This design comes from an exercise in tuning for small area on the open sky130 flow, not from production work.
No run shown here included a check of the RTL's function; only the layout flow was run.
Power is estimated from default activity; no workload was simulated.

## flow/design.v (module list and top-level ports; edited modules follow where they fit)
// module firFa: 10 lines
// module firHa: 9 lines
// module firHold: 9 lines
// module eegFirFilter: 1303 lines
module eegFirFilter (
    input logic clk,
    input logic reset,
    input logic [12:0] sampleIn,
    output logic [30:0] filterOut
);
  // ...
==> flow/flow/run.sh <==
#!/bin/bash
# Layout flow: the standard ORFS flow, with the port buffers made from the
# smallest buffer cell (every input and output port still gets its own buffer).
set -euo pipefail
bash standard.sh "BUFFER_PORTS_ARGS=-buffer_cell sky130_fd_sc_hd__buf_1" finish > standard_flow.log 2>&1
==> flow/standard.sh <==
#!/bin/bash
# synth_recipe.tcl (not shown) runs the flow's synth.tcl, then flattens the netlist and writes it again
# the make line also repeats each setting of config.mk as NAME=value (left out here)
make -C /OpenROAD-flow-scripts/flow DESIGN_CONFIG=/design/flow/config.mk WORK_HOME=/design/flow/orfs CLKGATE_MAP_FILE= SYNTH_SCRIPT=/design/flow/synth_recipe.tcl "${@:-finish}"
==> flow/config.mk <==
export PLATFORM = sky130hd
export DESIGN_NAME = eegFirFilter
export DESIGN_NICKNAME = eegFirFilter
export VERILOG_FILES = /design/flow/design.v
export SDC_FILE = /design/flow/constraint.sdc
export NUM_CORES = 4
export LEC_CHECK = 0
export ABC_AREA = 0
export CAP_MARGIN = 20
export CORE_MARGIN = 2
export CORE_UTILIZATION = 75
export CTS_BUF_LIST = sky130_fd_sc_hd__clkbuf_8
export CTS_CLUSTER_DIAMETER = 60
export CTS_CLUSTER_SIZE = 14
export PLACE_DENSITY = 0.85
export SLEW_MARGIN = 20
export SYNTH_HIERARCHICAL = 1
export SYNTH_MINIMUM_KEEP_SIZE = 0
==> flow/constraint.sdc <==
create_clock -name core_clock -period 6.0 [get_ports {clk}]
set_input_delay 1.2000 -clock core_clock [delete_from_list [all_inputs] [get_ports {clk}]]
set_output_delay 1.2000 -clock core_clock [all_outputs]
set_load 0.01 [all_outputs]
==> qor.txt, run 1 <==
XOR/XNOR Fraction of Synth Area: 0.2106%
register area share after synthesis: 37.43%
Fill cells: 1172
endpoints failing hold: 0
CP arrival: 6.41 ns
Layout clock area frac: 2.570%
syn avg cell area: 14.77 µm²
area grow syn2layout: 6.236%
number of detailed-routing iterations run before antenna repair: 5
num sequential: 311
Finished Layout Cells: 1480
met1 WL: 14330 µm
commonest non-fill, non-tap cell in the layout: fa_1
DRC Markers: 0
Hold WC Path Type: reg -> reg
FF-to-FF setup slack: 0.07 ns
status: finished clean
GRT busiest layer: met2
via count: 9071
Post-synth top cells: 360 x fa_1, 311 x dfxtp_1, 204 x a22o_1, 167 x inv_1, 39 x ha_1
sequential power share: 51.3%
initial antenna violation count: 1
Hold EP: d2[11]$_DFF_P_
period utilization: 98.88%
most frequent cells in the layout: 335 x fa_1, 309 x dfxtp_1, 204 x a22o_1
Post-Synthesis Cells: 1126
Crit path largest cell delay: 0.60 ns
crit end category: flop
dpl ws: -0.009780 ns
hold wc startpoint: d1[11]$_DFF_P_
Yosys cell types: 20
number of global-route vias before repair: 9946
Post-CTS Setup Inserts: 2
Clk pin slew, worst setup/hold paths: 0.09 ns
==> inputs of run 2 (changes only) <==
--- a/flow/design.v
+++ b/flow/design.v
@@ -122,36 +122,36 @@
     logic r2_19;
     logic r2_20;
-    logic r2_21;
+    logic r3_21;
     logic r3_22;
-    logic r2_23;
-    logic r3_24;
-    logic r2_25;
-    logic r3_26;
-    logic r2_27;
-    logic r3_28;
-    logic r2_29;
-    logic r3_30;
-    logic r2_31;
-    logic r3_32;
-    logic r2_33;
+    logic r3_23;
+    logic r2_24;
+    logic r3_25;
+    logic r2_26;
+    logic r3_27;
+    logic r2_28;
+    logic r3_29;
+    logic r2_30;
+    logic r3_31;
+    logic r2_32;
+    logic r3_33;
     logic r2_34;
-    logic r2_35;
-    logic r3_36;
+    logic r3_35;
+    logic r2_36;
     logic r2_37;
     logic r2_38;
-    logic r2_39;
+    logic r3_39;
     logic r2_40;
-    logic r3_41;
-    logic r2_42;
+    logic r2_41;
+    logic r3_42;
     logic r2_43;
     logic r2_44;
     logic r3_45;
     logic r2_46;
-    logic r3_47;
+    logic r2_47;
     logic r2_48;
-    logic r2_49;
+    logic r3_49;
     logic r2_50;
-    logic r3_51;
-    logic r2_52;
+    logic r2_51;
+    logic r3_52;
     logic r2_53;
     logic r2_54;
@@ -159,9 +159,9 @@
     logic r2_56;
     logic r2_57;
-    logic r2_58;
-    logic r3_59;
-    logic r2_60;
-    logic r2_61;
-    logic r2_62;
+    logic r3_58;
+    logic r2_59;
+    logic r3_60;
+    logic r3_61;
+    logic r3_62;
     logic r3_63;
     logic r3_64;
@@ -181,6 +181,4 @@
     logic r3_78;
     logic r3_79;
-    logic r3_80;
-    logic r3_81;
     always_ff @(posedge clk) begin
         v1 <= sampleIn[12] & ~reset;
@@ -198,4 +196,5 @@
         d1[6] <= sampleIn[6];
         d1[7] <= sampleIn[7];
+        d2[7] <= d1[7];
         d1[8] <= sampleIn[8];
         d2[8] <= d1[8];
@@ -214,5 +213,4 @@
     assign d2[5] = 1'b0;
     assign d2[6] = 1'b0;
-    assign d2[7] = 1'b0;
     logic [2:0] shiftEn, holdEn;
     assign shiftEn[0] = sampleIn[12] & ~reset;
@@ -227,5 +225,5 @@
     assign winIn[5] = d1[5];
     assign winIn[6] = d1[6];
-    assign winIn[7] = d1[7];
+    assign winIn[7] = d2[7];
     assign winIn[8] = d2[8];
     assign winIn[9] = d2[9];
@@ -247,6 +245,6 @@
     assign sEn[6] = shiftEn[1];
     assign hEn[6] = holdEn[1];
-    assign sEn[7] = shiftEn[1];
-    assign hEn[7] = holdEn[1];
+    assign sEn[7] = shiftEn[2];
+    assign hEn[7] = holdEn[2];
     assign sEn[8] = shiftEn[2];
     assign hEn[8] = holdEn[2];
@@ -363,7 +361,7 @@
     firFa u7 (.a(w0[6]), .b(w16[6]), .c(n6c), .s(n7s), .co(n7c));
     wire n8s, n8c;
-    firFa u8 (.a(w0[7]), .b(w16[7]), .c(n7c), .s(n8s), .co(n8c));
+    firFa u8 (.a(w0[7]), .b(w16[7]), .c(r2_0), .s(n8s), .co(n8c));
     wire n9s, n9c;
-    firFa u9 (.a(w0[8]), .b(w16[8]), .c(r2_0), .s(n9s), .co(n9c));
+    firFa u9 (.a(w0[8]), .b(w16[8]), .c(n8c), .s(n9s), .co(n9c));
     wire n10s, n10c;
     firFa u10 (.a(w0[9]), .b(w16[9]), .c(n9c), .s(n10s), .co(n10c));
@@ -388,7 +386,7 @@
     firFa u20 (.a(w1[6]), .b(w15[6]), .c(n19c), .s(n20s), .co(n20c));
     wire n21s, n21c;
-    firFa u21 (.a(w1[7]), .b(w15[7]), .c(n20c), .s(n21s), .co(n21c));
+    firFa u21 (.a(w1[7]), .b(w15[7]), .c(r2_1), .s(n21s), .co(n21c));
     wire n22s, n22c;
-    firFa u22 (.a(w1[8]), .b(w15[8]), .c(r2_1), .s(n22s), .co(n22c));
+    firFa u22 (.a(w1[8]), .b(w15[8]), .c(n21c), .s(n22s), .co(n22c));
     wire n23s, n23c;
     firFa u23 (.a(w1[9]), .b(w15[9]), .c(n22c), .s(n23s), .co(n23c));
@@ -413,7 +411,7 @@
     firFa u33 (.a(w2[6]), .b(w14[6]), .c(n32c), .s(n33s), .co(n33c));
     wire n34s, n34c;
-    firFa u34 (.a(w2[7]), .b(w14[7]), .c(n33c), .s(n34s), .co(n34c));
+    firFa u34 (.a(w2[7]), .b(w14[7]), .c(r2_2), .s(n34s), .co(n34c));
     wire n35s, n35c;
-    firFa u35 (.a(w2[8]), .b(w14[8]), .c(r2_2), .s(n35s), .co(n35c));
+    firFa u35 (.a(w2[8]), .b(w14[8]), .c(n34c), .s(n35s), .co(n35c));
     wire n36s, n36c;
     firFa u36 (.a(w2[9]), .b(w14[9]), .c(n35c), .s(n36s), .co(n36c));
@@ -438,7 +436,7 @@
     firFa u46 (.a(w3[6]), .b(w13[6]), .c(n45c), .s(n46s), .co(n46c));
     wire n47s, n47c;
-    firFa u47 (.a(w3[7]), .b(w13[7]), .c(n46c), .s(n47s), .co(n47c));
+    firFa u47 (.a(w3[7]), .b(w13[7]), .c(r2_3), .s(n47s), .co(n47c));
     wire n48s, n48c;
-    firFa u48 (.a(w3[8]), .b(w13[8]), .c(r2_3), .s(n48s), .co(n48c));
+    firFa u48 (.a(w3[8]), .b(w13[8]), .c(n47c), .s(n48s), .co(n48c));
     wire n49s, n49c;
     firFa u49 (.a(w3[9]), .b(w13[9]), .c(n48c), .s(n49s), .co(n49c));
@@ -463,7 +461,7 @@
     firFa u59 (.a(w4[6]), .b(w12[6]), .c(n58c), .s(n59s), .co(n59c));
     wire n60s, n60c;
-    firFa u60 (.a(w4[7]), .b(w12[7]), .c(n59c), .s(n60s), .co(n60c));
+    firFa u60 (.a(w4[7]), .b(w12[7]), .c(r2_4), .s(n60s), .co(n60c));
     wire n61s, n61c;
-    firFa u61 (.a(w4[8]), .b(w12[8]), .c(r2_4), .s(n61s), .co(n61c));
+    firFa u61 (.a(w4[8]), .b(w12[8]), .c(n60c), .s(n61s), .co(n61c));
     wire n62s, n62c;
     firFa u62 (.a(w4[9]), .b(w12[9]), .c(n61c), .s(n62s), .co(n62c));
@@ -488,7 +486,7 @@
     firFa u72 (.a(w5[6]), .b(w11[6]), .c(n71c), .s(n72s), .co(n72c));
     wire n73s, n73c;
-    firFa u73 (.a(w5[7]), .b(w11[7]), .c(n72c), .s(n73s), .co(n73c));
+    firFa u73 (.a(w5[7]), .b(w11[7]), .c(r2_5), .s(n73s), .co(n73c));
     wire n74s, n74c;
-    firFa u74 (.a(w5[8]), .b(w11[8]), .c(r2_5), .s(n74s), .co(n74c));
+    firFa u74 (.a(w5[8]), .b(w11[8]), .c(n73c), .s(n74s), .co(n74c));
     wire n75s, n75c;
     firFa u75 (.a(w5[9]), .b(w11[9]), .c(n74c), .s(n75s), .co(n75c));
@@ -513,7 +511,7 @@
     firFa u85 (.a(w6[6]), .b(w10[6]), .c(n84c), .s(n85s), .co(n85c));
     wire n86s, n86c;
-    firFa u86 (.a(w6[7]), .b(w10[7]), .c(n85c), .s(n86s), .co(n86c));
+    firFa u86 (.a(w6[7]), .b(w10[7]), .c(r2_6), .s(n86s), .co(n86c));
     wire n87s, n87c;
-    firFa u87 (.a(w6[8]), .b(w10[8]), .c(r2_6), .s(n87s), .co(n87c));
+    firFa u87 (.a(w6[8]), .b(w10[8]), .c(n86c), .s(n87s), .co(n87c));
     wire n88s, n88c;
     firFa u88 (.a(w6[9]), .b(w10[9]), .c(n87c), .s(n88s), .co(n88c));
@@ -538,7 +536,7 @@
     firFa u98 (.a(w7[6]), .b(w9[6]), .c(n97c), .s(n98s), .co(n98c));
     wire n99s, n99c;
-    firFa u99 (.a(w7[7]), .b(w9[7]), .c(n98c), .s(n99s), .co(n99c));
+    firFa u99 (.a(w7[7]), .b(w9[7]), .c(r2_7), .s(n99s), .co(n99c));
     wire n100s, n100c;
-    firFa u100 (.a(w7[8]), .b(w9[8]), .c(r2_7), .s(n100s), .co(n100c));
+    firFa u100 (.a(w7[8]), .b(w9[8]), .c(n99c), .s(n100s), .co(n100c));
     wire n101s, n101c;
     firFa u101 (.a(w7[9]), .b(w9[9]), .c(n100c), .s(n101s), .co(n101c));
@@ -570,8 +568,8 @@
     wire n119 = ~n86s;
     wire n120s, n120c;
-    firFa u120 (.a(n73s), .b(n119), .c(n118c), .s(n120s), .co(n120c));
+    firFa u120 (.a(n73s), .b(n119), .c(r2_8), .s(n120s), .co(n120c));
     wire n121 = ~n87s;
     wire n122s, n122c;
-    firFa u122 (.a(n74s), .b(n121), .c(r2_8), .s(n122s), .co(n122c));
+    firFa u122 (.a(n74s), .b(n121), .c(n120c), .s(n122s), .co(n122c));
     wire n123 = ~n88s;
     wire n124s, n124c;
@@ -608,8 +606,8 @@
     wire n145 = ~n99s;
     wire n146s, n146c;
-    firFa u146 (.a(n60s), .b(n145), .c(n144c), .s(n146s), .co(n146c));
+    firFa u146 (.a(n60s), .b(n145), .c(r2_9), .s(n146s), .co(n146c));
     wire n147 = ~n100s;
     wire n148s, n148c;
-    firFa u148 (.a(n61s), .b(n147), .c(r2_9), .s(n148s), .co(n148c));
+    firFa u148 (.a(n61s), .b(n147), .c(n146c), .s(n148s), .co(n148c));
     wire n149 = ~n101s;
     wire n150s, n150c;
@@ -637,7 +635,7 @@
     firFa u162 (.a(n33s), .b(n142s), .c(n161c), .s(n162s), .co(n162c));
     wire n163s, n163c;
-    firFa u163 (.a(n34s), .b(n144s), .c(n162c), .s(n163s), .co(n163c));
+    firFa u163 (.a(n34s), .b(r2_10), .c(r2_11), .s(n163s), .co(n163c));
     wire n164s, n164c;
-    firFa u164 (.a(n35s), .b(r2_10), .c(r2_11), .s(n164s), .co(n164c));
+    firFa u164 (.a(n35s), .b(n146s), .c(n163c), .s(n164s), .co(n164c));
     wire n165s, n165c;
     firFa u165 (.a(n36s), .b(n148s), .c(n164c), .s(n165s), .co(n165c));
@@ -669,7 +667,7 @@
     firFa u179 (.a(n7s), .b(n46s), .c(n178c), .s(n179s), .co(n179c));
     wire n180s, n180c;
-    firFa u180 (.a(n8s), .b(n47s), .c(n179c), .s(n180s), .co(n180c));
+    firFa u180 (.a(n8s), .b(n47s), .c(r2_12), .s(n180s), .co(n180c));
     wire n181s, n181c;
-    firFa u181 (.a(n9s), .b(n48s), .c(r2_12), .s(n181s), .co(n181c));
+    firFa u181 (.a(n9s), .b(n48s), .c(n180c), .s(n181s), .co(n181c));
     wire n182s, n182c;
     firFa u182 (.a(n10s), .b(n49s), .c(n181c), .s(n182s), .co(n182c));
@@ -694,7 +692,7 @@
     firFa u192 (.a(n118s), .b(n45s), .c(n191c), .s(n192s), .co(n192c));
     wire n193s, n193c;
-    firFa u193 (.a(n120s), .b(n46s), .c(n192c), .s(n193s), .co(n193c));
+    firFa u193 (.a(n120s), .b(r2_13), .c(r2_14), .s(n193s), .co(n193c));
     wire n194s, n194c;
-    firFa u194 (.a(n122s), .b(r2_13), .c(r2_14), .s(n194s), .co(n194c));
+    firFa u194 (.a(n122s), .b(n47s), .c(n193c), .s(n194s), .co(n194c));
     wire n195s, n195c;
     firFa u195 (.a(n124s), .b(n48s), .c(n194c), .s(n195s), .co(n195c));
@@ -724,7 +722,7 @@
     firFa u208 (.a(n98s), .b(w8[6]), .c(n207c), .s(n208s), .co(n208c));
     wire n209s, n209c;
-    firFa u209 (.a(n99s), .b(w8[7]), .c(n208c), .s(n209s), .co(n209c));
+    firFa u209 (.a(n99s), .b(w8[7]), .c(r2_15), .s(n209s), .co(n209c));
     wire n210s, n210c;
-    firFa u210 (.a(n100s), .b(w8[8]), .c(r2_15), .s(n210s), .co(n210c));
+    firFa u210 (.a(n100s), .b(w8[8]), .c(n209c), .s(n210s), .co(n210c));
     wire n211s, n211c;
     firFa u211 (.a(n101s), .b(w8[9]), .c(n210c), .s(n211s), .co(n211c));
@@ -750,11 +748,11 @@
     wire n226s, n226c;
     firFa u226 (.a(n162s), .b(n225), .c(n224c), .s(n226s), .co(n226c));
-    wire n227 = ~n207s;
+    wire n227 = ~r2_16;
     wire n228s, n228c;
-    firFa u228 (.a(n163s), .b(n227), .c(n226c), .s(n228s), .co(n228c));
-    wire n229 = ~r2_16;
+    firFa u228 (.a(n163s), .b(n227), .c(r2_17), .s(n228s), .co(n228c));
+    wire n229 = ~r2_18;
     wire n230s, n230c;
-    firFa u230 (.a(n164s), .b(n229), .c(r2_17), .s(n230s), .co(n230c));
-    wire n231 = ~r2_18;
+    firFa u230 (.a(n164s), .b(n229), .c(n228c), .s(n230s), .co(n230c));
+    wire n231 = ~n209s;
     wire n232s, n232c;
     firFa u232 (.a(n165s), .b(n231), .c(n230c), .s(n232s), .co(n232c));
@@ -792,10 +790,10 @@
     wire n254s, n254c;
     firFa u254 (.a(n118s), .b(n253), .c(n252c), .s(n254s), .co(n254c));
-    wire n255 = ~n226s;
+    wire n255 = ~r2_19;
     wire n256s, n256c;
-    firFa u256 (.a(n120s), .b(n255), .c(n254c), .s(n256s), .co(n256c));
-    wire n257 = ~r2_19;
+    firFa u256 (.a(n120s), .b(n255), .c(r2_20), .s(n256s), .co(n256c));
+    wire n257 = ~n228s;
     wire n258s, n258c;
-    firFa u258 (.a(n122s), .b(n257), .c(r2_20), .s(n258s), .co(n258c));
+    firFa u258 (.a(n122s), .b(n257), .c(n256c), .s(n258s), .co(n258c));
     wire n259 = ~n230s;
     wire n260s, n260c;
@@ -817,8 +815,8 @@
     wire n271 = n270 ^ n241s;
     wire n272 = n270 & ~n241s;
-    wire n273 = n272 ^ n242s;
-    wire n274 = n272 & ~n242s;
-    wire n275 = n274 ^ n242c;
-    wire n276 = n274 & ~n242c;
+    wire n273 = r3_22 ^ r3_21;
+    wire n274 = r3_22 & ~r3_21;
+    wire n275 = n274 ^ r3_23;
+    wire n276 = n274 & ~r3_23;
     wire n277 = ~w8[0];
     wire n278s, n278c;
@@ -935,444 +933,446 @@
     wire n344s, n344c;
     firFa u344 (.a(n179s), .b(n341s), .c(n331c), .s(n344s), .co(n344c));
-    wire n345 = ~r2_33;
+    wire n345 = ~r2_36;
     wire n346s, n346c;
-    firFa u346 (.a(n345), .b(r2_34), .c(r2_35), .s(n346s), .co(n346c));
+    firFa u346 (.a(n345), .b(r2_37), .c(r2_38), .s(n346s), .co(n346c));
     wire n347s, n347c;
     firHa u347 (.a(n16s), .b(n334c), .s(n347s), .co(n347c));
-    wire n348 = ~w8[7];
-    wire n349s, n349c;
-    firFa u349 (.a(n348), .b(n347s), .c(n187s), .s(n349s), .co(n349c));
+    wire n348s, n348c;
+    firFa u348 (.a(n347s), .b(n187s), .c(n31s), .s(n348s), .co(n348c));
+    wire n349 = ~n159s;
     wire n350s, n350c;
-    firFa u350 (.a(n31s), .b(n349s), .c(n159s), .s(n350s), .co(n350c));
-    wire n351 = ~n336c;
+    firFa u350 (.a(n335c), .b(n349), .c(n246s), .s(n350s), .co(n350c));
+    wire n351s, n351c;
+    firFa u351 (.a(n336c), .b(n177s), .c(n348s), .s(n351s), .co(n351c));
     wire n352s, n352c;
-    firFa u352 (.a(n335c), .b(n246s), .c(n351), .s(n352s), .co(n352c));
+    firFa u352 (.a(n84s), .b(n350s), .c(n7s), .s(n352s), .co(n352c));
     wire n353s, n353c;
-    firFa u353 (.a(n177s), .b(n337c), .c(n350s), .s(n353s), .co(n353c));
+    firFa u353 (.a(n20s), .b(n338c), .c(n339c), .s(n353s), .co(n353c));
     wire n354s, n354c;
-    firFa u354 (.a(n84s), .b(n352s), .c(n7s), .s(n354s), .co(n354c));
+    firFa u354 (.a(n337c), .b(n351s), .c(n190s), .s(n354s), .co(n354c));
     wire n355s, n355c;
-    firFa u355 (.a(n20s), .b(n338c), .c(n339c), .s(n355s), .co(n355c));
+    firFa u355 (.a(n352s), .b(n341c), .c(n353s), .s(n355s), .co(n355c));
     wire n356s, n356c;
-    firFa u356 (.a(n190s), .b(n353s), .c(n60s), .s(n356s), .co(n356c));
-    wire n357s, n357c;
-    firFa u357 (.a(n354s), .b(n341c), .c(n355s), .s(n357s), .co(n357c));
+    firFa u356 (.a(n340c), .b(n354s), .c(n342c), .s(n356s), .co(n356c));
+    wire n357 = ~n355s;
     wire n358s, n358c;
-    firFa u358 (.a(n340c), .b(n356s), .c(n342c), .s(n358s), .co(n358c));
-    wire n359s, n359c;
-    firFa u359 (.a(n358s), .b(n256s), .c(n343c), .s(n359s), .co(n359c));
+    firFa u358 (.a(n357), .b(n356s), .c(n343c), .s(n358s), .co(n358c));
+    wire n359 = ~r2_40;
     wire n360s, n360c;
-    firFa u360 (.a(r2_37), .b(r2_38), .c(r2_39), .s(n360s), .co(n360c));
-    wire n361 = ~r2_40;
+    firFa u360 (.a(n359), .b(r2_41), .c(w8[7]), .s(n360s), .co(n360c));
+    wire n361 = ~n60s;
     wire n362s, n362c;
-    firFa u362 (.a(n361), .b(n360s), .c(n346c), .s(n362s), .co(n362c));
-    wire n363s, n363c;
-    firFa u363 (.a(n347c), .b(n17s), .c(n349c), .s(n363s), .co(n363c));
+    firFa u362 (.a(n361), .b(n346c), .c(n360s), .s(n362s), .co(n362c));
+    wire n363 = ~n256s;
     wire n364s, n364c;
-    firFa u364 (.a(n188s), .b(n32s), .c(n363s), .s(n364s), .co(n364c));
-    wire n365 = ~n248s;
+    firFa u364 (.a(n180s), .b(n362s), .c(n363), .s(n364s), .co(n364c));
+    wire n365s, n365c;
+    firFa u365 (.a(n347c), .b(n17s), .c(n188s), .s(n365s), .co(n365c));
     wire n366s, n366c;
-    firFa u366 (.a(n160s), .b(n365), .c(n350c), .s(n366s), .co(n366c));
+    firFa u366 (.a(n32s), .b(n348c), .c(n160s), .s(n366s), .co(n366c));
     wire n367s, n367c;
-    firFa u367 (.a(n178s), .b(n364s), .c(n353c), .s(n367s), .co(n367c));
+    firFa u367 (.a(n248s), .b(n350c), .c(n85s), .s(n367s), .co(n367c));
     wire n368s, n368c;
-    firFa u368 (.a(n352c), .b(n85s), .c(n8s), .s(n368s), .co(n368c));
+    firFa u368 (.a(n365s), .b(n178s), .c(n351c), .s(n368s), .co(n368c));
     wire n369s, n369c;
-    firFa u369 (.a(n21s), .b(n354c), .c(n355c), .s(n369s), .co(n369c));
+    firFa u369 (.a(n352c), .b(n367s), .c(n353c), .s(n369s), .co(n369c));
     wire n370s, n370c;
-    firFa u370 (.a(n366s), .b(n191s), .c(n367s), .s(n370s), .co(n370c));
-    wire n371s, n371c;
-    firFa u371 (.a(n368s), .b(n357c), .c(n369s), .s(n371s), .co(n371c));
+    firFa u370 (.a(n366s), .b(n368s), .c(n191s), .s(n370s), .co(n370c));
+    wire n371 = ~n354c;
     wire n372s, n372c;
-    firFa u372 (.a(n356c), .b(n370s), .c(n358c), .s(n372s), .co(n372c));
-    wire n373 = ~r2_42;
+    firFa u372 (.a(n371), .b(n355c), .c(n369s), .s(n372s), .co(n372c));
+    wire n373 = ~n372s;
     wire n374s, n374c;
-    firFa u374 (.a(n373), .b(r2_43), .c(r2_44), .s(n374s), .co(n374c));
-    wire n375 = ~n61s;
+    firFa u374 (.a(n370s), .b(n356c), .c(n373), .s(n374s), .co(n374c));
+    wire n375 = ~w8[8];
     wire n376s, n376c;
-    firFa u376 (.a(w8[8]), .b(n360c), .c(n375), .s(n376s), .co(n376c));
+    firFa u376 (.a(r2_43), .b(r2_44), .c(n375), .s(n376s), .co(n376c));
     wire n377s, n377c;
-    firFa u377 (.a(n362c), .b(n181s), .c(n376s), .s(n377s), .co(n377c));
-    wire n378 = ~n377s;
+    firFa u377 (.a(n8s), .b(n21s), .c(n360c), .s(n377s), .co(n377c));
+    wire n378 = ~n362c;
     wire n379s, n379c;
-    firFa u379 (.a(n374s), .b(n258s), .c(n378), .s(n379s), .co(n379c));
-    wire n380s, n380c;
-    firFa u380 (.a(n18s), .b(n363c), .c(n189s), .s(n380s), .co(n380c));
+    firFa u379 (.a(n376s), .b(n61s), .c(n378), .s(n379s), .co(n379c));
+    wire n380 = ~n379s;
     wire n381s, n381c;
-    firFa u381 (.a(n33s), .b(n364c), .c(n161s), .s(n381s), .co(n381c));
-    wire n382s, n382c;
-    firFa u382 (.a(n380s), .b(n366c), .c(n179s), .s(n382s), .co(n382c));
+    firFa u381 (.a(n377s), .b(n181s), .c(n380), .s(n381s), .co(n381c));
+    wire n382 = ~n258s;
     wire n383s, n383c;
-    firFa u383 (.a(n250s), .b(n86s), .c(n368c), .s(n383s), .co(n383c));
+    firFa u383 (.a(n382), .b(n364c), .c(n381s), .s(n383s), .co(n383c));
     wire n384s, n384c;
-    firFa u384 (.a(n381s), .b(n367c), .c(n382s), .s(n384s), .co(n384c));
-    wire n385 = ~n369c;
+    firFa u384 (.a(n18s), .b(n189s), .c(n365c), .s(n384s), .co(n384c));
+    wire n385s, n385c;
+    firFa u385 (.a(n33s), .b(n161s), .c(n366c), .s(n385s), .co(n385c));
     wire n386s, n386c;
-    firFa u386 (.a(n385), .b(n192s), .c(n370c), .s(n386s), .co(n386c));
-    wire n387 = ~n384s;
+    firFa u386 (.a(n384s), .b(n179s), .c(n368c), .s(n386s), .co(n386c));
+    wire n387 = ~n385s;
     wire n388s, n388c;
-    firFa u388 (.a(n383s), .b(n371c), .c(n387), .s(n388s), .co(n388c));
-    wire n389 = ~n388s;
+    firFa u388 (.a(n250s), .b(n367c), .c(n387), .s(n388s), .co(n388c));
+    wire n389s, n389c;
+    firFa u389 (.a(n386s), .b(n192s), .c(n370c), .s(n389s), .co(n389c));
     wire n390s, n390c;
-    firFa u390 (.a(n386s), .b(n372c), .c(n389), .s(n390s), .co(n390c));
-    wire n391s, n391c;
-    firFa u391 (.a(w8[9]), .b(n9s), .c(n22s), .s(n391s), .co(n391c));
+    firFa u390 (.a(n369c), .b(n388s), .c(n372c), .s(n390s), .co(n390c));
+    wire n391 = ~r2_47;
     wire n392s, n392c;
-    firFa u392 (.a(r2_46), .b(n374c), .c(n62s), .s(n392s), .co(n392c));
-    wire n393s, n393c;
-    firFa u393 (.a(n391s), .b(n376c), .c(n182s), .s(n393s), .co(n393c));
+    firFa u392 (.a(r2_46), .b(n391), .c(r2_48), .s(n392s), .co(n392c));
+    wire n393 = ~n376c;
     wire n394s, n394c;
-    firFa u394 (.a(n392s), .b(n260s), .c(n379c), .s(n394s), .co(n394c));
-    wire n395 = ~n394s;
+    firFa u394 (.a(w8[9]), .b(n86s), .c(n393), .s(n394s), .co(n394c));
+    wire n395s, n395c;
+    firFa u395 (.a(n9s), .b(n22s), .c(n377c), .s(n395s), .co(n395c));
     wire n396s, n396c;
-    firFa u396 (.a(n377c), .b(n393s), .c(n395), .s(n396s), .co(n396c));
+    firFa u396 (.a(n392s), .b(n62s), .c(n379c), .s(n396s), .co(n396c));
     wire n397s, n397c;
-    firFa u397 (.a(n19s), .b(n190s), .c(n380c), .s(n397s), .co(n397c));
-    wire n398s, n398c;
-    firFa u398 (.a(n34s), .b(n162s), .c(n381c), .s(n398s), .co(n398c));
+    firFa u397 (.a(n394s), .b(n395s), .c(n182s), .s(n397s), .co(n397c));
+    wire n398 = ~n396s;
     wire n399s, n399c;
-    firFa u399 (.a(n397s), .b(n180s), .c(n382c), .s(n399s), .co(n399c));
-    wire n400s, n400c;
-    firFa u400 (.a(n398s), .b(n384c), .c(n399s), .s(n400s), .co(n400c));
-    wire n401 = ~n193s;
+    firFa u399 (.a(n398), .b(n381c), .c(n397s), .s(n399s), .co(n399c));
+    wire n400 = ~n260s;
+    wire n401s, n401c;
+    firFa u401 (.a(n383c), .b(n400), .c(n399s), .s(n401s), .co(n401c));
     wire n402s, n402c;
-    firFa u402 (.a(n252s), .b(n383c), .c(n401), .s(n402s), .co(n402c));
-    wire n403 = ~n388c;
-    wire n404s, n404c;
-    firFa u404 (.a(n386c), .b(n400s), .c(n403), .s(n404s), .co(n404c));
-    wire n405 = ~r2_48;
-    wire n406s, n406c;
-    firFa u406 (.a(n405), .b(r2_49), .c(r2_50), .s(n406s), .co(n406c));
-    wire n407 = ~n406s;
-    wire n408s, n408c;
-    firFa u408 (.a(w8[10]), .b(n87s), .c(n407), .s(n408s), .co(n408c));
+    firFa u402 (.a(n19s), .b(n190s), .c(n384c), .s(n402s), .co(n402c));
+    wire n403s, n403c;
+    firFa u403 (.a(n162s), .b(n385c), .c(n402s), .s(n403s), .co(n403c));
+    wire n404 = ~n252s;
+    wire n405s, n405c;
+    firFa u405 (.a(n404), .b(n386c), .c(n403s), .s(n405s), .co(n405c));
+    wire n406 = ~n388c;
+    wire n407s, n407c;
+    firFa u407 (.a(n406), .b(n389c), .c(n405s), .s(n407s), .co(n407c));
+    wire n408 = ~r2_51;
     wire n409s, n409c;
-    firFa u409 (.a(n10s), .b(n23s), .c(n391c), .s(n409s), .co(n409c));
-    wire n410 = ~n408s;
+    firFa u409 (.a(r2_50), .b(n408), .c(w8[10]), .s(n409s), .co(n409c));
+    wire n410 = ~n409s;
     wire n411s, n411c;
-    firFa u411 (.a(n410), .b(n63s), .c(n392c), .s(n411s), .co(n411c));
-    wire n412s, n412c;
-    firFa u412 (.a(n409s), .b(n183s), .c(n393c), .s(n412s), .co(n412c));
+    firFa u411 (.a(n34s), .b(n392c), .c(n410), .s(n411s), .co(n411c));
+    wire n412 = ~n180s;
     wire n413s, n413c;
-    firFa u413 (.a(n411s), .b(n394c), .c(n262s), .s(n413s), .co(n413c));
-    wire n414 = ~n413s;
-    wire n415s, n415c;
-    firFa u415 (.a(n412s), .b(n396c), .c(n414), .s(n415s), .co(n415c));
+    firFa u413 (.a(n87s), .b(n412), .c(n394c), .s(n413s), .co(n413c));
+    wire n414s, n414c;
+    firFa u414 (.a(n10s), .b(n23s), .c(n395c), .s(n414s), .co(n414c));
+    wire n415 = ~n413s;
     wire n416s, n416c;
-    firHa u416 (.a(n20s), .b(n191s), .s(n416s), .co(n416c));
+    firFa u416 (.a(n411s), .b(n193s), .c(n415), .s(n416s), .co(n416c));
     wire n417s, n417c;
-    firFa u417 (.a(n397c), .b(n416s), .c(n163s), .s(n417s), .co(n417c));
+    firFa u417 (.a(n63s), .b(n396c), .c(n416s), .s(n417s), .co(n417c));
     wire n418s, n418c;
-    firFa u418 (.a(n398c), .b(n399c), .c(n417s), .s(n418s), .co(n418c));
-    wire n419 = ~n400c;
+    firFa u418 (.a(n414s), .b(n183s), .c(n397c), .s(n418s), .co(n418c));
+    wire n419 = ~n417s;
     wire n420s, n420c;
-    firFa u420 (.a(n254s), .b(n419), .c(n402c), .s(n420s), .co(n420c));
-    wire n421 = ~r2_54;
+    firFa u420 (.a(n419), .b(n399c), .c(n418s), .s(n420s), .co(n420c));
+    wire n421 = ~n262s;
     wire n422s, n422c;
-    firFa u422 (.a(r2_52), .b(r2_53), .c(n421), .s(n422s), .co(n422c));
+    firFa u422 (.a(n421), .b(n401c), .c(n420s), .s(n422s), .co(n422c));
     wire n423s, n423c;
-    firFa u423 (.a(w8[11]), .b(n35s), .c(n406c), .s(n423s), .co(n423c));
+    firHa u423 (.a(n20s), .b(n191s), .s(n423s), .co(n423c));
     wire n424s, n424c;
-    firFa u424 (.a(n422s), .b(n181s), .c(n423s), .s(n424s), .co(n424c));
-    wire n425s, n425c;
-    firFa u425 (.a(n88s), .b(n408c), .c(n11s), .s(n425s), .co(n425c));
-    wire n426 = ~n424s;
+    firFa u424 (.a(n402c), .b(n423s), .c(n403c), .s(n424s), .co(n424c));
+    wire n425 = ~n254s;
+    wire n426s, n426c;
+    firFa u426 (.a(n425), .b(n405c), .c(n424s), .s(n426s), .co(n426c));
     wire n427s, n427c;
-    firFa u427 (.a(n24s), .b(n409c), .c(n426), .s(n427s), .co(n427c));
+    firFa u427 (.a(r2_53), .b(r2_54), .c(w8[11]), .s(n427s), .co(n427c));
     wire n428s, n428c;
-    firFa u428 (.a(n425s), .b(n65s), .c(n427s), .s(n428s), .co(n428c));
+    firFa u428 (.a(n427s), .b(n35s), .c(n163s), .s(n428s), .co(n428c));
     wire n429s, n429c;
-    firFa u429 (.a(n194s), .b(n411c), .c(n185s), .s(n429s), .co(n429c));
+    firFa u429 (.a(n411c), .b(n181s), .c(n428s), .s(n429s), .co(n429c));
     wire n430s, n430c;
-    firFa u430 (.a(n429s), .b(n264s), .c(n413c), .s(n430s), .co(n430c));
+    firFa u430 (.a(n409c), .b(n88s), .c(n413c), .s(n430s), .co(n430c));
     wire n431s, n431c;
-    firFa u431 (.a(n412c), .b(n428s), .c(n415c), .s(n431s), .co(n431c));
-    wire n432 = n431s ^ n430s;
-    wire n433 = n431s & ~n430s;
+    firFa u431 (.a(n11s), .b(n24s), .c(n414c), .s(n431s), .co(n431c));
+    wire n432s, n432c;
+    firFa u432 (.a(n429s), .b(n194s), .c(n416c), .s(n432s), .co(n432c));
+    wire n433s, n433c;
+    firFa u433 (.a(n430s), .b(n65s), .c(n431s), .s(n433s), .co(n433c));
     wire n434s, n434c;
-    firFa u434 (.a(n21s), .b(n416c), .c(n192s), .s(n434s), .co(n434c));
-    wire n435 = ~n256s;
-    wire n436s, n436c;
-    firFa u436 (.a(n417c), .b(n434s), .c(n435), .s(n436s), .co(n436c));
-    wire n437 = ~r2_58;
-    wire n438s, n438c;
-    firFa u438 (.a(r2_56), .b(r2_57), .c(n437), .s(n438s), .co(n438c));
-    wire n439s, n439c;
-    firFa u439 (.a(n422c), .b(n438s), .c(n36s), .s(n439s), .co(n439c));
+    firFa u434 (.a(n417c), .b(n432s), .c(n185s), .s(n434s), .co(n434c));
+    wire n435s, n435c;
+    firFa u435 (.a(n418c), .b(n433s), .c(n420c), .s(n435s), .co(n435c));
+    wire n436 = ~n422c;
+    wire n437s, n437c;
+    firFa u437 (.a(n434s), .b(n264s), .c(n436), .s(n437s), .co(n437c));
+    wire n438 = n435s ^ n437s;
+    wire n439 = n435s & ~n437s;
     wire n440s, n440c;
-    firFa u440 (.a(n423c), .b(n164s), .c(n182s), .s(n440s), .co(n440c));
-    wire n441 = ~n89s;
+    firFa u440 (.a(n423c), .b(n192s), .c(n424c), .s(n440s), .co(n440c));
+    wire n441s, n441c;
+    firFa u441 (.a(r2_56), .b(r2_57), .c(n427c), .s(n441s), .co(n441c));
     wire n442s, n442c;
-    firFa u442 (.a(n441), .b(n439s), .c(n424c), .s(n442s), .co(n442c));
-    wire n443s, n443c;
-    firFa u443 (.a(n13s), .b(n26s), .c(n440s), .s(n443s), .co(n443c));
+    firFa u442 (.a(n21s), .b(n441s), .c(n36s), .s(n442s), .co(n442c));
+    wire n443 = ~n256s;
     wire n444s, n444c;
-    firFa u444 (.a(n425c), .b(n65c), .c(n427c), .s(n444s), .co(n444c));
+    firFa u444 (.a(n428c), .b(n164s), .c(n443), .s(n444s), .co(n444c));
     wire n445s, n445c;
-    firFa u445 (.a(n442s), .b(n195s), .c(n443s), .s(n445s), .co(n445c));
+    firFa u445 (.a(n182s), .b(n442s), .c(n429c), .s(n445s), .co(n445c));
     wire n446s, n446c;
-    firFa u446 (.a(n186s), .b(n429c), .c(n445s), .s(n446s), .co(n446c));
+    firFa u446 (.a(n89s), .b(n430c), .c(n65c), .s(n446s), .co(n446c));
     wire n447s, n447c;
-    firFa u447 (.a(n446s), .b(n430c), .c(n266s), .s(n447s), .co(n447c));
+    firFa u447 (.a(n444s), .b(n13s), .c(n26s), .s(n447s), .co(n447c));
     wire n448s, n448c;
-    firFa u448 (.a(n428c), .b(n444s), .c(n431c), .s(n448s), .co(n448c));
-    wire n449 = ~n447s;
+    firFa u448 (.a(n445s), .b(n195s), .c(n432c), .s(n448s), .co(n448c));
+    wire n449s, n449c;
+    firFa u449 (.a(n431c), .b(n433c), .c(n446s), .s(n449s), .co(n449c));
     wire n450s, n450c;
-    firFa u450 (.a(n449), .b(n433), .c(n448s), .s(n450s), .co(n450c));
-    wire n451s, n451c;
-    firFa u451 (.a(r2_60), .b(r2_61), .c(r2_62), .s(n451s), .co(n451c));
+    firFa u450 (.a(n447s), .b(n448s), .c(n186s), .s(n450s), .co(n450c));
+    wire n451 = ~n434c;
     wire n452s, n452c;
-    firFa u452 (.a(n22s), .b(n451s), .c(n438c), .s(n452s), .co(n452c));
+    firFa u452 (.a(n451), .b(n449s), .c(n435c), .s(n452s), .co(n452c));
     wire n453s, n453c;
-    firFa u453 (.a(n452s), .b(n37s), .c(n439c), .s(n453s), .co(n453c));
-    wire n454s, n454c;
-    firFa u454 (.a(n165s), .b(n13c), .c(n26c), .s(n454s), .co(n454c));
+    firFa u453 (.a(n450s), .b(n266s), .c(n437c), .s(n453s), .co(n453c));
+    wire n454 = ~n453s;
     wire n455s, n455c;
-    firFa u455 (.a(n183s), .b(n440c), .c(n453s), .s(n455s), .co(n455c));
-    wire n456 = ~n258s;
+    firFa u455 (.a(n452s), .b(n439), .c(n454), .s(n455s), .co(n455c));
+    wire n456s, n456c;
+    firFa u456 (.a(r2_59), .b(n441c), .c(n22s), .s(n456s), .co(n456c));
     wire n457s, n457c;
-    firFa u457 (.a(n456), .b(n91s), .c(n442c), .s(n457s), .co(n457c));
+    firFa u457 (.a(n456s), .b(n193s), .c(n37s), .s(n457s), .co(n457c));
     wire n458s, n458c;
-    firFa u458 (.a(n454s), .b(n443c), .c(n455s), .s(n458s), .co(n458c));
-    wire n459 = ~n444c;
+    firFa u458 (.a(n442c), .b(n165s), .c(n444c), .s(n458s), .co(n458c));
+    wire n459s, n459c;
+    firFa u459 (.a(n13c), .b(n26c), .c(n183s), .s(n459s), .co(n459c));
     wire n460s, n460c;
-    firFa u460 (.a(n457s), .b(n196s), .c(n459), .s(n460s), .co(n460c));
+    firFa u460 (.a(n457s), .b(n91s), .c(n445c), .s(n460s), .co(n460c));
     wire n461s, n461c;
-    firFa u461 (.a(n186c), .b(n445c), .c(n458s), .s(n461s), .co(n461c));
+    firFa u461 (.a(n458s), .b(n447c), .c(n459s), .s(n461s), .co(n461c));
     wire n462s, n462c;
-    firFa u462 (.a(n460s), .b(n446c), .c(n461s), .s(n462s), .co(n462c));
+    firFa u462 (.a(n460s), .b(n196s), .c(n448c), .s(n462s), .co(n462c));
     wire n463s, n463c;
-    firFa u463 (.a(n462s), .b(n447c), .c(n268s), .s(n463s), .co(n463c));
-    wire n464 = ~n463s;
-    wire n465s, n465c;
-    firFa u465 (.a(n448c), .b(n464), .c(n450c), .s(n465s), .co(n465c));
+    firFa u463 (.a(n258s), .b(n446c), .c(n449c), .s(n463s), .co(n463c));
+    wire n464s, n464c;
+    firFa u464 (.a(n186c), .b(n461s), .c(n462s), .s(n464s), .co(n464c));
+    wire n465 = ~n463s;
     wire n466s, n466c;
-    firFa u466 (.a(n451c), .b(n23s), .c(n452c), .s(n466s), .co(n466c));
-    wire n467s, n467c;
-    firFa u467 (.a(n466s), .b(n194s), .c(n453c), .s(n467s), .co(n467c));
-    wire n468 = ~n39s;
-    wire n469s, n469c;
-    firFa u469 (.a(n91c), .b(n468), .c(n166s), .s(n469s), .co(n469c));
+    firFa u466 (.a(n450c), .b(n465), .c(n464s), .s(n466s), .co(n466c));
+    wire n467 = ~n452c;
+    wire n468s, n468c;
+    firFa u468 (.a(n467), .b(n466s), .c(n268s), .s(n468s), .co(n468c));
+    wire n469 = ~r3_62;
     wire n470s, n470c;
-    firFa u470 (.a(n454c), .b(n455c), .c(n467s), .s(n470s), .co(n470c));
-    wire n471 = ~n457c;
+    firFa u470 (.a(r3_60), .b(r3_61), .c(n469), .s(n470s), .co(n470c));
+    wire n471s, n471c;
+    firFa u471 (.a(n23s), .b(n456c), .c(n194s), .s(n471s), .co(n471c));
     wire n472s, n472c;
-    firFa u472 (.a(n260s), .b(n471), .c(n185s), .s(n472s), .co(n472c));
-    wire n473s, n473c;
-    firFa u473 (.a(n469s), .b(n458c), .c(n470s), .s(n473s), .co(n473c));
-    wire n474 = ~n472s;
+    firFa u472 (.a(n457c), .b(n91c), .c(n166s), .s(n472s), .co(n472c));
+    wire n473 = ~n39s;
+    wire n474s, n474c;
+    firFa u474 (.a(n473), .b(n471s), .c(n458c), .s(n474s), .co(n474c));
     wire n475s, n475c;
-    firFa u475 (.a(n474), .b(n197s), .c(n460c), .s(n475s), .co(n475c));
-    wire n476s, n476c;
-    firFa u476 (.a(n461c), .b(n473s), .c(n475s), .s(n476s), .co(n476c));
-    wire n477 = ~n269;
+    firFa u475 (.a(n459c), .b(n460c), .c(n472s), .s(n475s), .co(n475c));
+    wire n476 = ~n474s;
+    wire n477s, n477c;
+    firFa u477 (.a(n260s), .b(n185s), .c(n476), .s(n477s), .co(n477c));
     wire n478s, n478c;
-    firFa u478 (.a(n462c), .b(n476s), .c(n477), .s(n478s), .co(n478c));
-    wire n479 = ~r3_66;
+    firFa u478 (.a(n461c), .b(n197s), .c(n462c), .s(n478s), .co(n478c));
+    wire n479 = ~n475s;
     wire n480s, n480c;
-    firFa u480 (.a(r3_64), .b(r3_65), .c(n479), .s(n480s), .co(n480c));
-    wire n481s, n481c;
-    firFa u481 (.a(n24s), .b(n466c), .c(n195s), .s(n481s), .co(n481c));
+    firFa u480 (.a(n479), .b(n477s), .c(n463c), .s(n480s), .co(n480c));
+    wire n481 = ~n480s;
     wire n482s, n482c;
-    firFa u482 (.a(n467c), .b(n469c), .c(n168s), .s(n482s), .co(n482c));
+    firFa u482 (.a(n464c), .b(n478s), .c(n481), .s(n482s), .co(n482c));
     wire n483s, n483c;
-    firFa u483 (.a(n39c), .b(n262s), .c(n186s), .s(n483s), .co(n483c));
-    wire n484s, n484c;
-    firFa u484 (.a(n481s), .b(n470c), .c(n482s), .s(n484s), .co(n484c));
+    firFa u483 (.a(n466c), .b(n482s), .c(n468c), .s(n483s), .co(n483c));
+    wire n484 = ~r3_63;
     wire n485s, n485c;
-    firFa u485 (.a(n473c), .b(n199s), .c(n475c), .s(n485s), .co(n485c));
-    wire n486 = ~n484s;
+    firFa u485 (.a(n484), .b(r3_64), .c(n470c), .s(n485s), .co(n485c));
+    wire n486s, n486c;
+    firFa u486 (.a(n24s), .b(n195s), .c(n471c), .s(n486s), .co(n486c));
     wire n487s, n487c;
-    firFa u487 (.a(n472c), .b(n483s), .c(n486), .s(n487s), .co(n487c));
-    wire n488 = ~n487s;
+    firFa u487 (.a(n472c), .b(n168s), .c(n486s), .s(n487s), .co(n487c));
+    wire n488s, n488c;
+    firFa u488 (.a(n39c), .b(n262s), .c(n186s), .s(n488s), .co(n488c));
     wire n489s, n489c;
-    firFa u489 (.a(n476c), .b(n485s), .c(n488), .s(n489s), .co(n489c));
-    wire n490 = ~n271;
+    firFa u489 (.a(n474c), .b(n475c), .c(n487s), .s(n489s), .co(n489c));
+    wire n490s, n490c;
+    firFa u490 (.a(n199s), .b(n478c), .c(n489s), .s(n490s), .co(n490c));
     wire n491s, n491c;
-    firFa u491 (.a(n489s), .b(n490), .c(n478c), .s(n491s), .co(n491c));
-    wire n492 = r3_67 ^ n480c;
-    wire n493 = r3_67 | n480c;
-    wire n494s, n494c;
-    firHa u494 (.a(n196s), .b(n481c), .s(n494s), .co(n494c));
+    firFa u491 (.a(n477c), .b(n488s), .c(n480c), .s(n491s), .co(n491c));
+    wire n492 = ~n491s;
+    wire n493s, n493c;
+    firFa u493 (.a(n490s), .b(n492), .c(n482c), .s(n493s), .co(n493c));
+    wire n494 = ~r3_65;
     wire n495s, n495c;
-    firFa u495 (.a(n494s), .b(n482c), .c(n170s), .s(n495s), .co(n495c));
-    wire n496s, n496c;
-    firFa u496 (.a(n26s), .b(n186c), .c(n264s), .s(n496s), .co(n496c));
-    wire n497 = ~n483c;
+    firFa u495 (.a(n494), .b(r3_66), .c(r3_67), .s(n495s), .co(n495c));
+    wire n496 = n495s ^ n485c;
+    wire n497 = n495s | n485c;
     wire n498s, n498c;
-    firFa u498 (.a(n497), .b(n484c), .c(n495s), .s(n498s), .co(n498c));
+    firHa u498 (.a(n196s), .b(n486c), .s(n498s), .co(n498c));
     wire n499s, n499c;
-    firFa u499 (.a(n201s), .b(n485c), .c(n498s), .s(n499s), .co(n499c));
-    wire n500 = ~n499s;
-    wire n501s, n501c;
-    firFa u501 (.a(n496s), .b(n487c), .c(n500), .s(n501s), .co(n501c));
-    wire n502 = ~n489c;
+    firFa u499 (.a(n498s), .b(n487c), .c(n170s), .s(n499s), .co(n499c));
+    wire n500s, n500c;
+    firFa u500 (.a(n26s), .b(n186c), .c(n264s), .s(n500s), .co(n500c));
+    wire n501 = ~n488c;
+    wire n502s, n502c;
+    firFa u502 (.a(n501), .b(n489c), .c(n499s), .s(n502s), .co(n502c));
     wire n503s, n503c;
-    firFa u503 (.a(n502), .b(n501s), .c(n273), .s(n503s), .co(n503c));
-    wire n504 = ~r3_69;
+    firFa u503 (.a(n201s), .b(n490c), .c(n502s), .s(n503s), .co(n503c));
+    wire n504 = ~n503s;
     wire n505s, n505c;
-    firFa u505 (.a(r3_68), .b(n504), .c(n493), .s(n505s), .co(n505c));
-    wire n506 = ~n26c;
+    firFa u505 (.a(n500s), .b(n491c), .c(n504), .s(n505s), .co(n505c));
+    wire n506 = ~r3_68;
     wire n507s, n507c;
-    firFa u507 (.a(n506), .b(n494c), .c(n197s), .s(n507s), .co(n507c));
-    wire n508s, n508c;
-    firFa u508 (.a(n171s), .b(n495c), .c(n507s), .s(n508s), .co(n508c));
+    firFa u507 (.a(n506), .b(r3_69), .c(n273), .s(n507s), .co(n507c));
+    wire n508 = ~n507s;
     wire n509s, n509c;
-    firFa u509 (.a(n201c), .b(n498c), .c(n508s), .s(n509s), .co(n509c));
-    wire n510 = ~n499c;
+    firFa u509 (.a(n495c), .b(n508), .c(n497), .s(n509s), .co(n509c));
+    wire n510 = ~n26c;
     wire n511s, n511c;
-    firFa u511 (.a(n496c), .b(n266s), .c(n510), .s(n511s), .co(n511c));
-    wire n512 = ~n509s;
+    firFa u511 (.a(n510), .b(n498c), .c(n197s), .s(n511s), .co(n511c));
+    wire n512s, n512c;
+    firFa u512 (.a(n171s), .b(n499c), .c(n511s), .s(n512s), .co(n512c));
     wire n513s, n513c;
-    firFa u513 (.a(n512), .b(n501c), .c(n511s), .s(n513s), .co(n513c));
-    wire n514s, n514c;
-    firFa u514 (.a(r3_70), .b(r3_71), .c(r3_72), .s(n514s), .co(n514c));
-    wire n515 = n514s ^ n505c;
-    wire n516 = n514s & ~n505c;
+    firFa u513 (.a(n201c), .b(n502c), .c(n512s), .s(n513s), .co(n513c));
+    wire n514 = ~n503c;
+    wire n515s, n515c;
+    firFa u515 (.a(n500c), .b(n266s), .c(n514), .s(n515s), .co(n515c));
+    wire n516 = ~r3_70;
     wire n517s, n517c;
-    firFa u517 (.a(n199s), .b(n507c), .c(n172s), .s(n517s), .co(n517c));
-    wire n518 = ~n268s;
-    wire n519s, n519c;
-    firFa u519 (.a(n508c), .b(n517s), .c(n518), .s(n519s), .co(n519c));
-    wire n520 = ~n511c;
+    firFa u517 (.a(n516), .b(r3_71), .c(r3_72), .s(n517s), .co(n517c));
+    wire n518s, n518c;
+    firFa u518 (.a(n275), .b(n517s), .c(n507c), .s(n518s), .co(n518c));
+    wire n519 = n518s ^ n509c;
+    wire n520 = n518s & ~n509c;
     wire n521s, n521c;
-    firFa u521 (.a(n509c), .b(n519s), .c(n520), .s(n521s), .co(n521c));
-    wire n522 = ~r3_74;
+    firFa u521 (.a(n199s), .b(n511c), .c(n172s), .s(n521s), .co(n521c));
+    wire n522 = ~n268s;
     wire n523s, n523c;
-    firFa u523 (.a(r3_73), .b(n522), .c(r3_75), .s(n523s), .co(n523c));
-    wire n524 = ~n523s;
+    firFa u523 (.a(n512c), .b(n521s), .c(n522), .s(n523s), .co(n523c));
+    wire n524 = ~r3_75;
     wire n525s, n525c;
-    firFa u525 (.a(n514c), .b(n524), .c(n516), .s(n525s), .co(n525c));
-    wire n526s, n526c;
-    firFa u526 (.a(n172c), .b(n201s), .c(n517c), .s(n526s), .co(n526c));
+    firFa u525 (.a(r3_73), .b(r3_74), .c(n524), .s(n525s), .co(n525c));
+    wire n526 = ~n517c;
     wire n527s, n527c;
-    firFa u527 (.a(n269), .b(n526s), .c(n519c), .s(n527s), .co(n527c));
-    wire n528s, n528c;
-    firFa u528 (.a(r3_76), .b(r3_77), .c(n523c), .s(n528s), .co(n528c));
-    wire n529 = n525c ^ n528s;
-    wire n530 = n525c & ~n528s;
+    firFa u527 (.a(n276), .b(n526), .c(n525s), .s(n527s), .co(n527c));
+    wire n528 = ~n527s;
+    wire n529s, n529c;
+    firFa u529 (.a(n528), .b(n518c), .c(n520), .s(n529s), .co(n529c));
+    wire n530s, n530c;
+    firFa u530 (.a(n172c), .b(n201s), .c(n521c), .s(n530s), .co(n530c));
     wire n531s, n531c;
-    firHa u531 (.a(n201c), .b(n526c), .s(n531s), .co(n531c));
+    firFa u531 (.a(r3_63), .b(r3_76), .c(r3_77), .s(n531s), .co(n531c));
     wire n532s, n532c;
-    firFa u532 (.a(n271), .b(n531s), .c(n527c), .s(n532s), .co(n532c));
-    wire n533 = ~n530;
-    wire n534s, n534c;
-    firFa u534 (.a(r3_78), .b(n528c), .c(n533), .s(n534s), .co(n534c));
+    firFa u532 (.a(n531s), .b(n525c), .c(n527c), .s(n532s), .co(n532c));
+    wire n533 = n529c ^ n532s;
+    wire n534 = n529c & ~n532s;
     wire n535s, n535c;
-    firFa u535 (.a(r3_79), .b(r3_80), .c(r3_81), .s(n535s), .co(n535c));
-    wire n536 = n535s ^ n534c;
-    wire n537 = n535s | n534c;
+    firHa u535 (.a(n201c), .b(n530c), .s(n535s), .co(n535c));
+    wire n536s, n536c;
+    firFa u536 (.a(r3_65), .b(r3_78), .c(n531c), .s(n536s), .co(n536c));
+    wire n537 = ~n534;
     wire n538s, n538c;
-    firFa u538 (.a(r3_70), .b(n535c), .c(n537), .s(n538s), .co(n538c));
-    wire n539 = r3_73 ^ n538c;
+    firFa u538 (.a(n536s), .b(n532c), .c(n537), .s(n538s), .co(n538c));
+    wire n539s, n539c;
+    firFa u539 (.a(r3_79), .b(n273), .c(n536c), .s(n539s), .co(n539c));
+    wire n540 = n539s ^ n538c;
+    wire n541 = n539s | n538c;
+    wire n542s, n542c;
+    firFa u542 (.a(n275), .b(n539c), .c(n541), .s(n542s), .co(n542c));
+    wire n543 = n276 ^ n542c;
     always_ff @(posedge clk) begin
-        r2_0 <= n8c;
-        r2_1 <= n21c;
-        r2_2 <= n34c;
-        r2_3 <= n47c;
-        r2_4 <= n60c;
-        r2_5 <= n73c;
-        r2_6 <= n86c;
-        r2_7 <= n99c;
-        r2_8 <= n120c;
-        r2_9 <= n146c;
-        r2_10 <= n146s;
-        r2_11 <= n163c;
-        r2_12 <= n180c;
-        r2_13 <= n47s;
-        r2_14 <= n193c;
-        r2_15 <= n209c;
-        r2_16 <= n208s;
-        r2_17 <= n228c;
-        r2_18 <= n209s;
-        r2_19 <= n228s;
-        r2_20 <= n256c;
-        r2_21 <= n279;
-        r3_22 <= r2_21;
-        r2_23 <= n288s;
-        r3_24 <= r2_23;
-        r2_25 <= n294s;
-        r3_26 <= r2_25;
-        r2_27 <= n304;
-        r3_28 <= r2_27;
-        r2_29 <= n317s;
-        r3_30 <= r2_29;
-        r2_31 <= n332s;
-        r3_32 <= r2_31;
-        r2_33 <= n343s;
-        r2_34 <= n332c;
-        r2_35 <= n344s;
-        r3_36 <= n346s;
-        r2_37 <= n180s;
-        r2_38 <= n357s;
-        r2_39 <= n344c;
-        r2_40 <= n359s;
-        r3_41 <= n362s;
-        r2_42 <= n371s;
-        r2_43 <= n372s;
-        r2_44 <= n359c;
-        r3_45 <= n379s;
-        r2_46 <= n390s;
-        r3_47 <= n396s;
-        r2_48 <= n402s;
-        r2_49 <= n390c;
-        r2_50 <= n404s;
-        r3_51 <= n415s;
-        r2_52 <= n418s;
-        r2_53 <= n404c;
-        r2_54 <= n420s;
-        r3_55 <= n432;
-        r2_56 <= n418c;
-        r2_57 <= n436s;
-        r2_58 <= n420c;
-        r3_59 <= n450s;
-        r2_60 <= n193s;
-        r2_61 <= n434c;
-        r2_62 <= n436c;
-        r3_63 <= n465s;
-        r3_64 <= n463c;
-        r3_65 <= n478s;
-        r3_66 <= n465c;
-        r3_67 <= n491s;
-        r3_68 <= n491c;
-        r3_69 <= n503s;
-        r3_70 <= n275;
-        r3_71 <= n513s;
-        r3_72 <= n503c;
-        r3_73 <= n276;
-        r3_74 <= n513c;
-        r3_75 <= n521s;
-        r3_76 <= n527s;
-        r3_77 <= n521c;
-        r3_78 <= n532s;
-        r3_79 <= n531c;
-        r3_80 <= n273;
-        r3_81 <= n532c;
+        r2_0 <= n7c;
+        r2_1 <= n20c;
+        r2_2 <= n33c;
+        r2_3 <= n46c;
+        r2_4 <= n59c;
+        r2_5 <= n72c;
+        r2_6 <= n85c;
+        r2_7 <= n98c;
+        r2_8 <= n118c;
+        r2_9 <= n144c;
+        r2_10 <= n144s;
+        r2_11 <= n162c;
+        r2_12 <= n179c;
+        r2_13 <= n46s;
+        r2_14 <= n192c;
+        r2_15 <= n208c;
+        r2_16 <= n207s;
+        r2_17 <= n226c;
+        r2_18 <= n208s;
+        r2_19 <= n226s;
+        r2_20 <= n254c;
+        r3_21 <= n242s;
+        r3_22 <= n272;
+        r3_23 <= n242c;
+        r2_24 <= n279;
+        r3_25 <= r2_24;
+        r2_26 <= n288s;
+        r3_27 <= r2_26;
+        r2_28 <= n294s;
+        r3_29 <= r2_28;
+        r2_30 <= n304;
+        r3_31 <= r2_30;
+        r2_32 <= n317s;
+        r3_33 <= r2_32;
+        r2_34 <= n332s;
+        r3_35 <= r2_34;
+        r2_36 <= n343s;
+        r2_37 <= n332c;
+        r2_38 <= n344s;
+        r3_39 <= n346s;
+        r2_40 <= n358s;
+        r2_41 <= n344c;
+        r3_42 <= n364s;
+        r2_43 <= n374s;
+        r2_44 <= n358c;
+        r3_45 <= n383s;
+        r2_46 <= n389s;
+        r2_47 <= n390s;
+        r2_48 <= n374c;
+        r3_49 <= n401s;
+        r2_50 <= n390c;
+        r2_51 <= n407s;
+        r3_52 <= n422s;
+        r2_53 <= n407c;
+        r2_54 <= n426s;
+        r3_55 <= n438;
+        r2_56 <= n426c;
+        r2_57 <= n440s;
+        r3_58 <= n455s;
+        r2_59 <= n440c;
+        r3_60 <= n453c;
+        r3_61 <= n468s;
+        r3_62 <= n455c;
+        r3_63 <= n269;
+        r3_64 <= n483s;
+        r3_65 <= n271;
+        r3_66 <= n493s;
+        r3_67 <= n483c;
+        r3_68 <= n493c;
+        r3_69 <= n505s;
+        r3_70 <= n513s;
+        r3_71 <= n505c;
+        r3_72 <= n515s;
+        r3_73 <= n513c;
+        r3_74 <= n523s;
+        r3_75 <= n515c;
+        r3_76 <= n530s;
+        r3_77 <= n523c;
+        r3_78 <= n535s;
+        r3_79 <= n535c;
     end
     logic [23:0] sum;
-    assign sum[0] = ~r3_22;
-    assign sum[1] = ~r3_24;
-    assign sum[2] = r3_26;
-    assign sum[3] = ~r3_28;
-    assign sum[4] = r3_30;
-    assign sum[5] = r3_32;
-    assign sum[6] = r3_36;
-    assign sum[7] = r3_41;
-    assign sum[8] = ~r3_45;
-    assign sum[9] = r3_47;
-    assign sum[10] = r3_51;
+    assign sum[0] = ~r3_25;
+    assign sum[1] = ~r3_27;
+    assign sum[2] = r3_29;
+    assign sum[3] = ~r3_31;
+    assign sum[4] = r3_33;
+    assign sum[5] = r3_35;
+    assign sum[6] = r3_39;
+    assign sum[7] = r3_42;
+    assign sum[8] = r3_45;
+    assign sum[9] = r3_49;
+    assign sum[10] = r3_52;
     assign sum[11] = ~r3_55;
-    assign sum[12] = r3_59;
-    assign sum[13] = r3_63;
-    assign sum[14] = ~n480s;
-    assign sum[15] = n492;
-    assign sum[16] = ~n505s;
-    assign sum[17] = ~n515;
-    assign sum[18] = n525s;
-    assign sum[19] = ~n529;
-    assign sum[20] = ~n534s;
-    assign sum[21] = n536;
-    assign sum[22] = ~n538s;
-    assign sum[23] = n539;
+    assign sum[12] = r3_58;
+    assign sum[13] = ~n470s;
+    assign sum[14] = ~n485s;
+    assign sum[15] = n496;
+    assign sum[16] = ~n509s;
+    assign sum[17] = ~n519;
+    assign sum[18] = n529s;
+    assign sum[19] = ~n533;
+    assign sum[20] = ~n538s;
+    assign sum[21] = n540;
+    assign sum[22] = ~n542s;
+    assign sum[23] = n543;
     assign filterOut = {v4, outCount == 5'd17, {6{sum[23]}}, sum[22:0]};
 endmodule
==> run 2 against run 1 <==
  * Sequential share of layout area hardly changed
  * Total power is 1.3% lower
  * Clock power barely moved
  * First-iteration DRC count is 19% lower
  * Non-clock buffer count decreased by 6
  * Sequential power hardly changed
  * Global-route usage shrank 0.063 points
  * Die area about the same
  * Maximum frequency increased by 0.21%
  * Register-to-register slack about the same
  * Utilization down 0.35 points
==> qor.txt, run 2 <==
Max-Cap Viols: 0
most frequent cell after synthesis: fa_1
Post-Synth Adder-Cell Area: 46.25%
crit end category: flop
mapped cell area: 0.01664 mm²
Post-Route Utilization: 80.62%
maximum vdd drop: 202.9 µV
Clk pwr share: 26.0%
gpl congestion: 1.025
Synth Area in Compound Gates: 10.90%
Clk pin slew, worst setup/hold paths: 0.09 ns (about the same)
post-synth top area share: 43.32%
final net count: 1608
area grow syn2layout: 5.761%
final wirelength: 34220 µm
Yosys cell types: 19 (-5.0%)
root buffer cell: clkbuf_8
Synth area leaders: fa_1 43%, dfxtp_1 37%, a22o_1 11%
crit path max fanout: 2
number of global-route vias before repair: 9976 (+0.30%)
Die Y: 152.9 µm
slack of the critical path: 0.07954 ns
Post-Synthesis Cells: 1131 (+0.44%)
status: finished clean
commonest non-fill, non-tap cell in the layout: fa_1
chip width: 152.9 µm
most frequent cells in the layout: 348 x fa_1, 309 x dfxtp_1, 204 x a22o_1
number of detailed-routing iterations run before antenna repair: 7 (+2)
yosys warns: 14
switching fraction of total power: 29.93%
EDFF count, synth: 0
PD cells: 246.3 mW/mm²
Diodes inserted: 0
cell accounting for the most synthesized area: fa_1
Async S/R FF share, synth: 0%
drt first-iter violations: 668
CTS buffer count: 28
ratio of cells with drive above 1 in the final layout: 5.167%
sequential power share: 51.4% (about the same)
Final Max Tran Viols: 0
Final HPWL DP: 26970 µm
DRC Markers: 0 (unchanged)
Core Box Area: 0.02182 mm²
Port Buffers: 45
CTS tree: done
period utilization: 98.67% (-0.21 points)
worst skew pair latency: 0.57 ns
antenna viol nets, final: 0
dpl ws: 0.03791 ns (+0.04769 ns)
Post-synth top cells: 360 x fa_1, 310 x dfxtp_1, 204 x a22o_1, 173 x inv_1, 39 x ha_1
clock buffer depth: 3
FP Rows: 54
post-place instance area: 0.01707 mm²
Sink Count: 310
Post-CTS Hold Buffers: 0
combinational share of power: 22.7%
fin crit period: 5.920 ns
Finished Layout Cells: 1480 (unchanged)
initial antenna violation count: 0 (-1)
largest net degree at the start of global routing: 106
CP Launch Type: flop
critical path class: reg -> reg
internal power: 3.036 mW
die area: 0.02339 mm²
# IOs: 46
FF+latch count, synth: 310
final setup fails: 0
sw power: 1.297 mW
XOR/XNOR Fraction of Synth Area: 0.1579% (-0.053 points)
total gr overflow: 0
via count: 9063 (-0.088%)
Leak: 7.887 nW
placed cell count: 1440
CTS HTree Levels: 1
Vias/cell: 6.124
Main synth FF type: dfxtp_1
main combinational cell family by area after synthesis: adder cells
fin area: 0.01759 mm²
global-route wire length before repair: 53900 µm
Post-Synth Simple-Gate Area: 0.6017%
CP arrival: 6.38 ns (-0.03 ns)
Initial Util: 76.23%
total power: 4.333 mW
Least-Margin Pin Slew: 1.107 ns
post-synthesis mux area share: 0%
register area share after synthesis: 37.30% (-0.13 points)
Setup Skew: 0.01775 ns
required time of the critical path: 6.46 ns
syn nets: 1545
endpoints failing hold: 0 (unchanged)
Avg WL per Cell: 23.12 µm
syn avg cell area: 14.71 µm² (-0.43%)
Fmax achieved: 168.9 MHz
Hold WC Path Type: reg -> reg
max_slew headroom: 26.23%
total track usage: 30.15%
## run 2: cells by family (layout without fill, tap and decap cells)
| group | Yosys count | after routing |
|---|---|---|
| compound gates | 208 | 208 |
| xor+xnor | 3 | 3 |
| fa+ha+maj | 399 | 399 |
| buf+inv | 193 | 262 |
| flops | 310 | 310 |
| simple gates | 18 | 18 |
## run 2: what timing repair did
action                     4_1_cts  5_1_grt
setup buffers                    0        3
resized for setup                2       11
pin swaps                        0        5
setup endpoints to repair        2        5
## run 2: worst paths after layout
| check | slack (ns) | endpoint | from | depth (start not counted) |
|---|---|---|---|---|
| hold / removal | 0.32 | d2[9]$_DFF_P_ | d1[9]$_DFF_P_ | 0 |
| setup reg to reg | 0.08 | r3_69$_DFF_P_ | r2_6$_DFF_P_ | 13 |
| setup / recovery | 0.08 | r3_69$_DFF_P_ | r2_6$_DFF_P_ | 13 |
| hold reg to reg | 0.32 | d2[9]$_DFF_P_ | d1[9]$_DFF_P_ | 0 |
## run 2: power by group through the flow
stage | Combinational (mW) | Sequential, mW | Clock (mW)
after floorplan | 0.787 | 2.26 | 0
final | 0.982 | 2.23 | 1.13
after detailed placement | 1.00 | 2.28 | 0
after CTS | 1.00 | 2.23 | 1.15
after global placement | 0.918 | 2.27 | 0
after global routing | 1.14 | 2.24 | 1.22
## run 2: metrics by stage
step | hold slack, ns | setup TNS, ns
after floorplan | 0.3096 | 0
after global placement | 0.3097 | 0
after detailed placement | 0.3121 | 0
after CTS | 0.3269 | 0
after global routing | 0.3336 | -0.01516
final | 0.3218 | 0
## run 2: layer usage
metal / wire (µm) / track usage (%) / up-vias / share of wire [%]
met5: 0 / 0 / - / 0
met4: 879 / 8.069 / 0 / 2.6
met3: 3387 / 9.328 / 71 / 9.9
met2: 16190 / 46.00 / 427 / 47
met1: 13760 / 43.39 / 4743 / 40
li1: - / - / 3822 / -
## run 2: critical path: stages, from the launching register on
cell	delay, ns
dfxtp_1	0.34
fa_1	0.44
fa_2	0.59
inv_1	0.08
fa_2	0.49
fa_2	0.41
fa_2	0.61
fa_1	0.46
fa_2	0.55
fa_1	0.42
fa_1	0.40
fa_1	0.54
inv_1	0.06
fa_1	0.42
## run 2: cell type report
cell class                 count  area (µm²)
multi-input combinational    628        9694
sequential                   310        6207
fill                        1172        4229
inverter                     173       649.4
clock buffer                  29       399.1
tap                          280       350.3
timing repair buffer          53       241.5
clock inverter                 7       52.55
## run 2: Yosys stat by module (local to each module, per instance)
module	cells	copies in the design	area (µm²)	flip-flops and latches
firFa	1	360	20.02	0
firHold	1	204	8.758	0
firHa	1	19	12.51	0
eegFirFilter	548	1	7405	310

-- static timing again, ports no longer ideal --
Ports are ideal in the flow. The routed layouts listed here were re-timed in OpenROAD.
Step 1 sets driving cells, clkbuf_16 on the clock port and buf_2 on the other inputs (assumed; they add their load-dependent delay and slew).
Step 2 also shifts input and output timing later by t, the mid clock arrival at the registers, as if the neighbouring blocks saw the same clock.
a / b / c = ideal ports / drivers / drivers and shift; a / b = the first two.
| run | shift t [ns] | setup WS [ns] | worst hold slack (ns) | worst slew at a driven data input, ns | pins driven straight from the clock port |
|---|---|---|---|---|---|
| run 1 | 0.655 | 0.067 / 0.067 / 0.067 | 0.322 / 0.322 / 0.322 | 0.03 | 1 |
| run 2 | 0.612 | 0.080 / 0.080 / 0.080 | 0.322 / 0.322 / 0.322 | 0.04 | 1 |
After both steps every run listed still meets setup and hold.
